Context: an optimization exercise on an open-source flow, tuned for small area and a short achievable clock period. The choices shown serve that exercise and are no tape-out recipe.
The RTL was checked by simulation tests, not by an equivalence proof against the original design.
Power and IR drop assume default switching activity.

**run.sh**
```bash
#!/bin/bash
# synth_recipe.tcl (not shown) runs the flow's synth.tcl, then flattens the netlist and writes it again
# the make line also repeats each setting of config.mk as NAME=value (left out here)
make -C /OpenROAD-flow-scripts/flow DESIGN_CONFIG=/design/flow/config.mk WORK_HOME=/design/flow/orfs CLKGATE_MAP_FILE= SYNTH_SCRIPT=/design/flow/synth_recipe.tcl finish
```
**constraint.sdc**
```tcl
create_clock -name core_clock -period 8.0 [get_ports {pixel_clk_in}]
set_input_delay 1.6000 -clock core_clock [delete_from_list [all_inputs] [get_ports {pixel_clk_in}]]
set_output_delay 1.6000 -clock core_clock [all_outputs]
set_load 0.01 [all_outputs]
```
**config.mk**
```make
export PLATFORM = sky130hd
export DESIGN_NAME = tile_map_scroller
export DESIGN_NICKNAME = tile_map_scroller
export VERILOG_FILES = /design/flow/design.v
export SDC_FILE = /design/flow/constraint.sdc
export NUM_CORES = 4
export LEC_CHECK = 0
export CAP_MARGIN = 20
export CORE_MARGIN = 2
export CORE_UTILIZATION = 70
export CTS_CLUSTER_DIAMETER = 90
export CTS_CLUSTER_SIZE = 28
export SETUP_SLACK_MARGIN = 5
export SLEW_MARGIN = 20
export SYNTH_HIERARCHICAL = 1
export TNS_END_PERCENT = 10
```
**design.v**
```verilog
module tile_map_scroller (
    input  logic        pixel_clk_in,
    input  logic        rst_in,
    input  logic [10:0] hcount_in,
    input  logic [9:0]  vcount_in,
    input  logic        new_frame_in,
    input  logic        pause_in,
    input  logic [4:0]  speed_in,
    input  logic        map_we_in,
    input  logic [8:0]  map_waddr_in,
    input  logic [5:0]  map_wdata_in,
    output logic [10:0] hcount_out,
    output logic [9:0]  vcount_out,
    output logic [5:0]  unique_image_index,
    output logic        in_sprite,
    output logic [11:0] offset_out,
    output logic        map_ready_out
);
    logic        ready_q;
    logic [8:0]  clr_q;
    logic [9:0]  scroll_q;
    logic [5:0]  map_q [512];
    logic [10:0] hcount_q;
    logic [9:0]  vcount_q;
    logic [5:0]  index_q;
    logic        in_sprite_q;
    always_ff @(posedge pixel_clk_in) begin
        if (rst_in) begin
            ready_q <= 1'b0;
            clr_q   <= '0;
        end else if (!ready_q) begin
            clr_q <= clr_q + 1'b1;
            if (&clr_q) ready_q <= 1'b1;
        end
    end
    logic       sweep;
    logic [7:0] grp_we;
    always_comb begin
        sweep   = !ready_q;
        for (int g = 0; g < 8; g++)
            grp_we[g] = map_we_in && (map_waddr_in[5:3] == 3'(g));
    end
    always_ff @(posedge pixel_clk_in) begin
        if (rst_in) begin
            scroll_q <= '0;
        end else if (ready_q && new_frame_in && !pause_in) begin
            scroll_q <= scroll_q + {{5{speed_in[4]}}, speed_in};
        end
    end
    logic [9:0] world_x;
    logic [7:0] hi_sel;
    logic [5:0] by_grp [8];
    logic [5:0] code;
    logic       br;
    logic       c4;
    always_comb begin
        world_x = hcount_in[9:0] + scroll_q;
        c4      = 5'(hcount_in[3:0]) + 5'(scroll_q[3:0]) > 5'd15;
        br = !rst_in && ready_q && (vcount_in[9:7] == 3'd0) && (hcount_in < 11'd1280);
        for (int i = 0; i < 8; i++) hi_sel[i] = br && (world_x[9:7] == 3'(i));
    end
    for (genvar g = 0; g < 8; g++) begin : g_grp
        logic [383:0] d;
        for (genvar r = 0; r < 8; r++) begin : g_r
            for (genvar l = 0; l < 8; l++) begin : g_l
                assign d[(l*8 + r)*6 +: 6] = map_q[r*64 + g*8 + l];
            end
        end
        logic [63:0] en;
        logic [5:0]  wr_data;
        tms_group u_grp (
            .row   (vcount_in[6:4]),
            .hcol  (hcount_in[6:4]),
            .scol  (scroll_q[6:4]),
            .c4    (c4),
            .d     (d),
            .q     (by_grp[g]),
            .sweep (sweep),
            .we    (grp_we[g]),
            .waddr ({map_waddr_in[8:6], map_waddr_in[2:0]}),
            .wdata (map_wdata_in),
            .en    (en),
            .wr_data (wr_data)
        );
        for (genvar r = 0; r < 8; r++) begin : g_wr
            for (genvar l = 0; l < 8; l++) begin : g_wl
                always_ff @(posedge pixel_clk_in) begin
                    if (en[r*8 + l]) map_q[r*64 + g*8 + l] <= wr_data;
                end
            end
        end
    end
    tms_sel8 u_hi (
        .sel (hi_sel),
        .d   ({by_grp[7], by_grp[6], by_grp[5], by_grp[4],
               by_grp[3], by_grp[2], by_grp[1], by_grp[0]}),
        .q   (code)
    );
    always_ff @(posedge pixel_clk_in) begin
        if (rst_in) begin
            hcount_q <= '0;
            vcount_q <= '0;
        end else begin
            hcount_q <= hcount_in;
            vcount_q <= vcount_in;
        end
    end
    always_ff @(posedge pixel_clk_in) begin
        index_q     <= {code[5] & ~code[4], code[4] & ~code[5], code[3:0]};
        in_sprite_q <= ~(code[5] & code[4]) & br;
    end
    assign hcount_out         = hcount_q;
    assign vcount_out         = vcount_q;
    assign unique_image_index = index_q;
    assign in_sprite          = in_sprite_q;
    assign offset_out         = {2'b00, scroll_q};
    assign map_ready_out      = ready_q;
endmodule
module tms_sel8 (
    input  logic [7:0]  sel,
    input  logic [47:0] d,
    output logic [5:0]  q
);
    always_comb begin
        q = '0;
        for (int i = 0; i < 8; i++) q = q | ({6{sel[i]}} & d[i*6 +: 6]);
    end
endmodule
module tms_group (
    input  logic [2:0]   row,
    input  logic [2:0]   hcol,
    input  logic [2:0]   scol,
    input  logic         c4,
    input  logic [383:0] d,
    output logic [5:0]   q,
    input  logic         sweep,
    input  logic         we,
    input  logic [5:0]   waddr,
    input  logic [5:0]   wdata,
    output logic [63:0]  en,
    output logic [5:0]   wr_data
);
    logic [2:0]  col;
    logic [7:0]  col_dec, col_sel;
    logic [47:0] by_col;
    always_comb begin
        col = hcol + scol;
        for (int i = 0; i < 8; i++) col_dec[i] = (col == 3'(i));
    end
    tms_rot1 u_rot (.s(c4), .a(col_dec), .y(col_sel));
    for (genvar p = 0; p < 4; p++) begin : g_pair
        tms_pair u_pair (.row(row), .d(d[p*96 +: 96]), .q(by_col[p*12 +: 12]));
    end
    tms_sel8 u_col (.sel(col_sel), .d(by_col), .q(q));
    logic [7:0] w_row_n, w_col_n;
    always_comb begin
        wr_data = sweep ? 6'd48 : (wdata > 6'd36) ? 6'd48 : wdata;
        for (int i = 0; i < 8; i++) begin
            w_row_n[i] = !(sweep || (waddr[5:3] == 3'(i)));
            w_col_n[i] = !(sweep || (we && (waddr[2:0] == 3'(i))));
        end
    end
    for (genvar r = 0; r < 8; r++) begin : g_wr
        for (genvar l = 0; l < 8; l++) begin : g_wl
            tms_nor2 u_en (.a(w_row_n[r]), .b(w_col_n[l]), .y(en[r*8 + l]));
        end
    end
endmodule
module tms_nor2 (
    input  logic a,
    input  logic b,
    output logic y
);
    assign y = !(a || b);
endmodule
module tms_pair (
    input  logic [2:0]  row,
    input  logic [95:0] d,
    output logic [11:0] q
);
    logic [7:0] row_sel;
    for (genvar i = 0; i < 8; i++) begin : g_dec
        tms_dec3 #(.V(3'(i))) u_dec (.a(row), .y(row_sel[i]));
    end
    tms_sel8 u_row0 (.sel(row_sel), .d(d[47:0]),  .q(q[5:0]));
    tms_sel8 u_row1 (.sel(row_sel), .d(d[95:48]), .q(q[11:6]));
endmodule
module tms_dec3 #(
    parameter logic [2:0] V = 3'd0
) (
    input  logic [2:0] a,
    output logic       y
);
    assign y = (a == V);
endmodule
module tms_rot1 (
    input  logic       s,
    input  logic [7:0] a,
    output logic [7:0] y
);
    assign y = s ? {a[6:0], a[7]} : a;
endmodule
```
==> metrics.cfg, run 1 <==
[die]
die_w_microns = 416.1
core_sq_um = 169100
ios = 87
die_h_microns = 416.1
initial_utilization_pct = 70.29
num_rows = 151
dieArea_sq_um = 173100

[sta]
period_minus_slack_ns = 3.727
relSlewSlack_pct = 21.90
worst_slack_ns = 4.273
finClkSkew_ns = 0.03567
hold_ws_ns = 0.5223
max_freq_mhz = 268.3
period_share_pct = 46.59
fin_tns_setup_ns = 0
tightestPinTransition_ns = 1.166
setup_viol = 0
hold_viol_final = 0
rsz0062_at_grt = true
slew_viol_final = 0

[power_and_ir_drop]
peakVddDrop_v = 0.0004180
cellPowerDensity_nw_per_um2 = 202.2
leakage_nw = 45.47
power_mw = 26.59

[detailed_routing]
wl_per_cell_microns = 33.03
drt_iter0_markers = 10710
drc = 0
ant_nets = 0
firstDrtPassIters = 7
wl_mm = 312.8
vias = 70520
via_per_inst = 7.447

[critical_path]
crit_type = input pin to flip-flop
worstSetupEndpointType = flip-flop
worstSetupStartpointType = input pin
path_buf_inv = 3
slowest_stage = fa_2
critPathMaxStageDelay_ns = 0.58
path_delay_family = adder cells
cp_data_arrival_time_ns = 4.46
worstPathRequired_ns = 8.74
crit_fanout = 7
path_cells = buf_16 -> buf_12 -> ha_4 -> fa_2 -> buf_6 -> nor3_2 -> mux2_4 -> a22oi_2 -> nand4_1 -> a22oi_2 -> nand4_1 -> nor2b_1

[synthesis]
yosys.area.top_type_share_pct = 77.61
synth_compound_area_share_pct = 12.18
synth_top_family_by_area = compound AO/OA/AOI/OAI gates
synth_ff_type = edfxtp_1
ys_top_cells_by_count = edfxtp_1 (3072), a22oi_1 (1752), nor2_1 (600), nand4_1 (440), and3b_1 (105)
synthTopCellsByArea = edfxtp_1 (78%), a22oi_1 (11%), nand4_1 (2.3%)
yosysSeqAreaShare_pct = 78.42
synth_edf_count = 3072
synth.most_common_cell = edfxtp_1
ys_warn_count = 12
synth_xor_area_share_pct = 0.4295
synthAdderAreaFrac_pct = 0.4632
synthSimpleGateAreaFrac_pct = 7.356
netlist_instances = 6774
ys_ff_latch = 3120
async_flop_share_pct = 0
ys_types = 55
syn_area_sq_um = 118900
yosysTopAreaCell = edfxtp_1
synth_mux_area_share_pct = 0.8379
syn_area_per_cell_sq_um = 17.55

[global_routing]
grt_pass1_wl_mm = 453.8
track_usage_pct = 35.96
grt-ovfl-total = 0
grt_pass1_vias = 68170
grt_antenna_before_repair = 10
grt_start_max_net_pins = 80

[place]
routabilityCongestion = 0.9945
dp_slack_ns = 2.120
dp.cells = 9182
placedInstanceArea_sq_um = 123800
portBuffers = 84
dp_hpwl_mm = 189.7

[flow_run]
maxCapViolations = 0

[clock_network]
worst_skew_pair.late_latency_ns = 0.83
root_buffer = clkbuf_16
cts_tree = built
clk_path_buf_depth = 3
cts.sink_count = 3120
htreeDepth = 4
path_clk_slew_ns = 0.10
cts_made_buffers = 131

[layout]
fin_area_sq_um = 131500
fin_nets = 7298
finish.utilization_pct = 77.78
layout-drive-gt1-share_pct = 15.75
final_cells = 9469
area_growth_pct = 10.65

[worst_hold_path]
hold_path_class = flip-flop to flip-flop

[run_status]
outcome = complete, no violations

==> cell families after synthesis <==
logic type | Yosys count
AO/OA/AOI/OAI | 1953
XOR/XNOR | 32
adder cells (fa/ha/maj) | 38
buffers and inverters | 74
flip-flops | 3120
multiplexers | 67
other | 1
AND/OR/NAND/NOR | 1489
==> worst min-delay path, cell delays in order (launching register included) <==
cell and delay, ns:
dfxtp_1 0.35, mux2i_1 0.07, nor2_1 0.08
==> modules after synthesis (local to each module, per instance), excerpt <==
module	cell area, sq um	cells
tms_rot1	131.4	9
tile_map_scroller	94650	3336
tms_nor2	3.754	1
tms_sel8	217.7	30
tms_group	347.8	51
==> layout by cell type, fill, tap and decap left out, drive strengths merged, types with 50 or more instances in the layout <==
| cell type | synthesis | layout |
|---|---|---|
| nand4 | 440 | 440 |
| a22oi | 1752 | 1752 |
| and3b | 105 | 106 |
| edfxtp | 3072 | 3072 |
| clkbuf | 15 | 154 |
| nor3 | 55 | 55 |
| nor2b | 50 | 50 |
| a31oi | 100 | 100 |
| nor2 | 600 | 600 |
| mux2 | 65 | 65 |
| buf | 20 | 265 |
| clkdlybuf4s50 | 0 | 53 |
| nor3b | 112 | 112 |
==> state kept, by name, summed over array words and instances (netlist names) <==
name         flops
ready_q          1
hcount_q        11
in_sprite_q      1
scroll_q        10
map_q         3072
clr_q            9
index_q          6
vcount_q        10
==> power breakdown <==
group / switching (mW) / internal (mW) / leakage (nW)
Clock: 4.63 / 3.25 / 1.82
Sequential: 0.00263 / 17.6 / 33.8
Combinational: 0.739 / 0.335 / 9.83
Total: 5.37 / 21.2 / 45.5
==> path summary, 6_finish.rpt <==
path	startpoint	endpoint	slack (ns)	depth (start not counted)
worst max register to register	scroll_q[6]	index_q[4]	4.67	13
worst max-delay path	hcount_in[4]	index_q[4]	4.27	12
worst min register to register	clr_q[8]	clr_q[8]	0.52	2
worst min-delay path	clr_q[8]	clr_q[8]	0.52	2
==> repair_timing <==
item / 4_1_cts / 5_1_grt
endpoints found under the setup margin: 3829 / 4957
pin swaps: 89 / 51
cloned: 19 / 0
hold buffers: 0 / 0
setup buffers: 73 / 24
gates resized for setup: 534 / 188
==> cell type report <==
type,count,area [sq um]
Antenna cell,5,12.51
Tap cell,2218,2775
Timing Repair Buffer,337,3517
Inverter,39,158.9
Sequential cell,3120,93230
Clock inverter,12,137.6
Fill cell,9349,37570
Multi-Input combinational cell,3585,28110
Clock buffer,153,3573
==> per-layer routing <==
metal	GRT usage, %	up-vias	share of wire, %
li1	-	29720	-
met1	50.96	35610	37
met2	55.11	4492	47
met3	7.582	689	12
met4	15.77	4	4.8
met5	0	-	0.0090
==> run 2, diff against run 1 <==
--- a/config.mk
+++ b/config.mk
@@ -7,10 +7,10 @@
 export LEC_CHECK = 0
 export CAP_MARGIN = 20
 export CORE_MARGIN = 2
-export CORE_UTILIZATION = 70
+export CORE_UTILIZATION = 65
 export CTS_CLUSTER_DIAMETER = 90
 export CTS_CLUSTER_SIZE = 28
 export SETUP_SLACK_MARGIN = 5
 export SLEW_MARGIN = 20
 export SYNTH_HIERARCHICAL = 1
-export TNS_END_PERCENT = 10
+export TNS_END_PERCENT = 20
==> run 2 against run 1 <==
Effect of this change:
- still clean
- count of clock-buffer cells in the layout rose by 16
- core utilization fell by 4.7 points
- clock skew fell by 0.0022 ns
- synthesized cell count did not move
- non-clock buffer count fell by 37
- critical endpoint is now index_q[5]
- largest power group unchanged
==> metrics.cfg, run 2 <==
[sta]
period_share_pct = 49.95
fin_tns_setup_ns = 0
rsz0062_at_grt = true
setup_viol = 0
max_freq_mhz = 250.3
finClkSkew_ns = 0.03347
hold_viol_final = 0
period_minus_slack_ns = 3.996
relSlewSlack_pct = 18.00
slew_viol_final = 0
tightestPinTransition_ns = 1.226

[clock_network]
cts.sink_count = 3120
htreeDepth = 4
worst_skew_pair.late_latency_ns = 0.85
clk_path_buf_depth = 3
root_buffer = clkbuf_16
cts_tree = built
cts_made_buffers = 132
path_clk_slew_ns = 0.11

[synthesis]
synth_xor_area_share_pct = 0.4295
synth_compound_area_share_pct = 12.18
yosysSeqAreaShare_pct = 78.42
ys_warn_count = 12
synthSimpleGateAreaFrac_pct = 7.356
synth_mux_area_share_pct = 0.8379
async_flop_share_pct = 0
syn_area_sq_um = 118900
ys_types = 55
yosys.area.top_type_share_pct = 77.61
yosysTopAreaCell = edfxtp_1
syn_area_per_cell_sq_um = 17.55
ys_top_cells_by_count = edfxtp_1 (3072), a22oi_1 (1752), nor2_1 (600), nand4_1 (440), and3b_1 (105)
synth_ff_type = edfxtp_1
synthTopCellsByArea = edfxtp_1 (78%), a22oi_1 (11%), nand4_1 (2.3%)
netlist_instances = 6774
synth_edf_count = 3072
synth_top_family_by_area = compound AO/OA/AOI/OAI gates
synth.most_common_cell = edfxtp_1
synthAdderAreaFrac_pct = 0.4632
ys_ff_latch = 3120

[die]
die_w_microns = 431.6
die_h_microns = 431.6
core_sq_um = 181100
initial_utilization_pct = 65.62
dieArea_sq_um = 186300
num_rows = 156
ios = 87

[layout]
fillers = 11070
most-common-layout-cells = edfxtp_1 (3072), a22oi_1 (1676), nand4_1 (440), nor2_1 (331), buf_4 (154)
largest_reg_flops = 3072
top_regs = map_q x3072, hcount_q x11
regMostFlops = map_q
area_growth_pct = 11.44
final_common_cell = edfxtp_1
layout-drive-gt1-share_pct = 16.24
final_cells = 9604
fin_nets = 7261

[worst_hold_path]
hold-path-cell-count = 2
hold_path_class = flip-flop to flip-flop

[detailed_routing]
drt_iter0_markers = 9706
wl_mm = 311.7
via_per_inst = 7.231
ant_nets = 0
firstDrtPassIters = 6
vias = 69450
drc = 0
wl_per_cell_microns = 32.45

[global_routing]
grt_start_max_net_pins = 83
grt-ovfl-total = 0
use_met2_pct = 50.97
grt_pass1_wl_mm = 450.6
use_met3_pct = 5.919
grt_pass1_vias = 66500
grt_antenna_before_repair = 16
busiest_layer = met2
met1_usage_pct = 48.14
track_usage_pct = 33.24

[critical_path]
crit_type = input pin to flip-flop
worstSetupEndpointType = flip-flop
worstPathRequired_ns = 8.74
worstSetupStartpointType = input pin
cp_data_arrival_time_ns = 4.74
reg2regPathDepth = 12
crit_fanout = 52

[power_and_ir_drop]
power_switching_mw = 5.408
cellPowerDensity_nw_per_um2 = 201.3
leakage_nw = 45.48
clockPowerShare_pct = 29.9
power_frac_comb_pct = 3.9
seqPwrFrac_pct = 66.2
p_int_mw = 21.26
p_sw_share_pct = 20.28
peakVddDrop_v = 0.0002242

[run_status]
outcome = complete, no violations

[place]
routabilityCongestion = 0.9359
dp.cells = 9310
dp_hpwl_mm = 185.0
portBuffers = 84

[flow_run]
maxCapViolations = 0

## run 2: power by group through the flow
stage                     Combinational, mW  Clock (mW)  Sequential (mW)
after floorplan                       0.461           0             18.0
after global placement                0.886           0             18.0
after detailed placement              0.897           0             18.0
after CTS                             0.998        8.05             17.6
after global routing                   1.09        8.56             17.6
final                                  1.05        7.97             17.6
## run 2: critical path, cell delays in order
cell and delay, ns:
buf_16 0.17, bufbuf_16 0.46, and3b_1 0.40, a22oi_1 0.31, nand4_1 0.21, a22oi_2 0.26, nand4_1 0.30, a22oi_2 0.47
nand4_1 0.23, nor2b_1 0.19
## run 2: layout make-up
class	instances	area, sq um	share of cell area, %
Sequential cell	3120	93250	70.40
Multi-Input combinational cell	3584	28940	21.85
Clock inverter	18	172.7	0.1304
Clock buffer	169	3633	2.743
Antenna cell	4	10.01	0.007557
Timing Repair Buffer	300	3322	2.508
Tap cell	2370	2965	2.239
Inverter	39	162.7	0.1228
## run 2: cell families after synthesis
family | after synthesis
DFF | 3120
AOI/OAI and AO/OA | 1953
and+or+nand+nor | 1489
buffers and inverters | 74
muxes | 67
adders and majority gates | 38
xor gates and xnor gates | 32
other | 1
## run 2: path summary, 6_finish.rpt
kind,slack (ns),from,end
max,4.00,vcount_in[6],index_q[5]
min,0.51,scroll_q[3],scroll_q[3]
min reg2reg,0.51,scroll_q[3],scroll_q[3]
max reg2reg,4.37,scroll_q[5],index_q[4]
## run 2: metrics by stage
stage / util (%) / hold slack [ns] / setup slack, ns / cell area, sq um / total power, mW
6_report: 73.13 / 0.5056 / 4.004 / 132500 / 26.67
3_5_place_dp: 68.44 / 0.4878 / 2.448 / 124000 / 18.92
3_3_place_gp: 68.44 / 0.4820 / 2.454 / 124000 / 18.91
4_1_cts: 72.08 / 0.5216 / 4.245 / 130600 / 26.70
5_1_grt: 73.12 / 0.5211 / 4.072 / 132400 / 27.31
2_1_floorplan: - / 0.4702 / 4.293 / 119200 / 18.49
## run 2: per-module statistics from Yosys, one instance, submodules excluded, excerpt
module,cells inside,flip-flops and latches,area [sq um],copies in the design
tile_map_scroller,3336,3120,94650,1
tms_group,51,0,347.8,8
tms_nor2,1,0,3.754,512
tms_rot1,9,0,131.4,8
tms_sel8,30,0,217.7,73
## run 2: timing repair
item / CTS / global route
gates cloned: 16 / 1
buffers inserted: 51 / 35
pin swaps: 78 / 71
endpoints found under the setup margin: 4207 / 4737
resized for setup: 449 / 407
hold buffers: 0 / 0
## run 2: metal layers
metal	up-vias	part of all wire [%]
li1	29680	-
met1	35540	39
met2	3690	47
met3	530	10
met4	10	4.3
met5	-	0.021

[re-timing with driven ports]
The flow's constraints put no driver on any port. The routed layouts listed below were extracted and timed again, unchanged, in two steps. Step 1: set_driving_cell puts a clkbuf_16 on pixel_clk_in and a buf_2 on each other input, an assumption about the parent block. Step 2 moves the port delays by t, midway between the first and last clock arrival at a register: inputs arrive t later, outputs are due t later. That takes back most of the time a late clock gives input paths. a / b / c = ideal / step 1 / step 2; a / b = the first two.
run	t, ns	setup slack, ns	worst setup path after step 2
run 1	0.907	4.273 / 3.992 / 3.085	input to register
run 2	0.915	4.004 / 3.908 / 2.993	input to register
After both steps setup and hold are still met in every run listed. The setup slack of run 1, which loses most, moves by -0.281 ns with the drivers and by -1.188 ns with both steps.
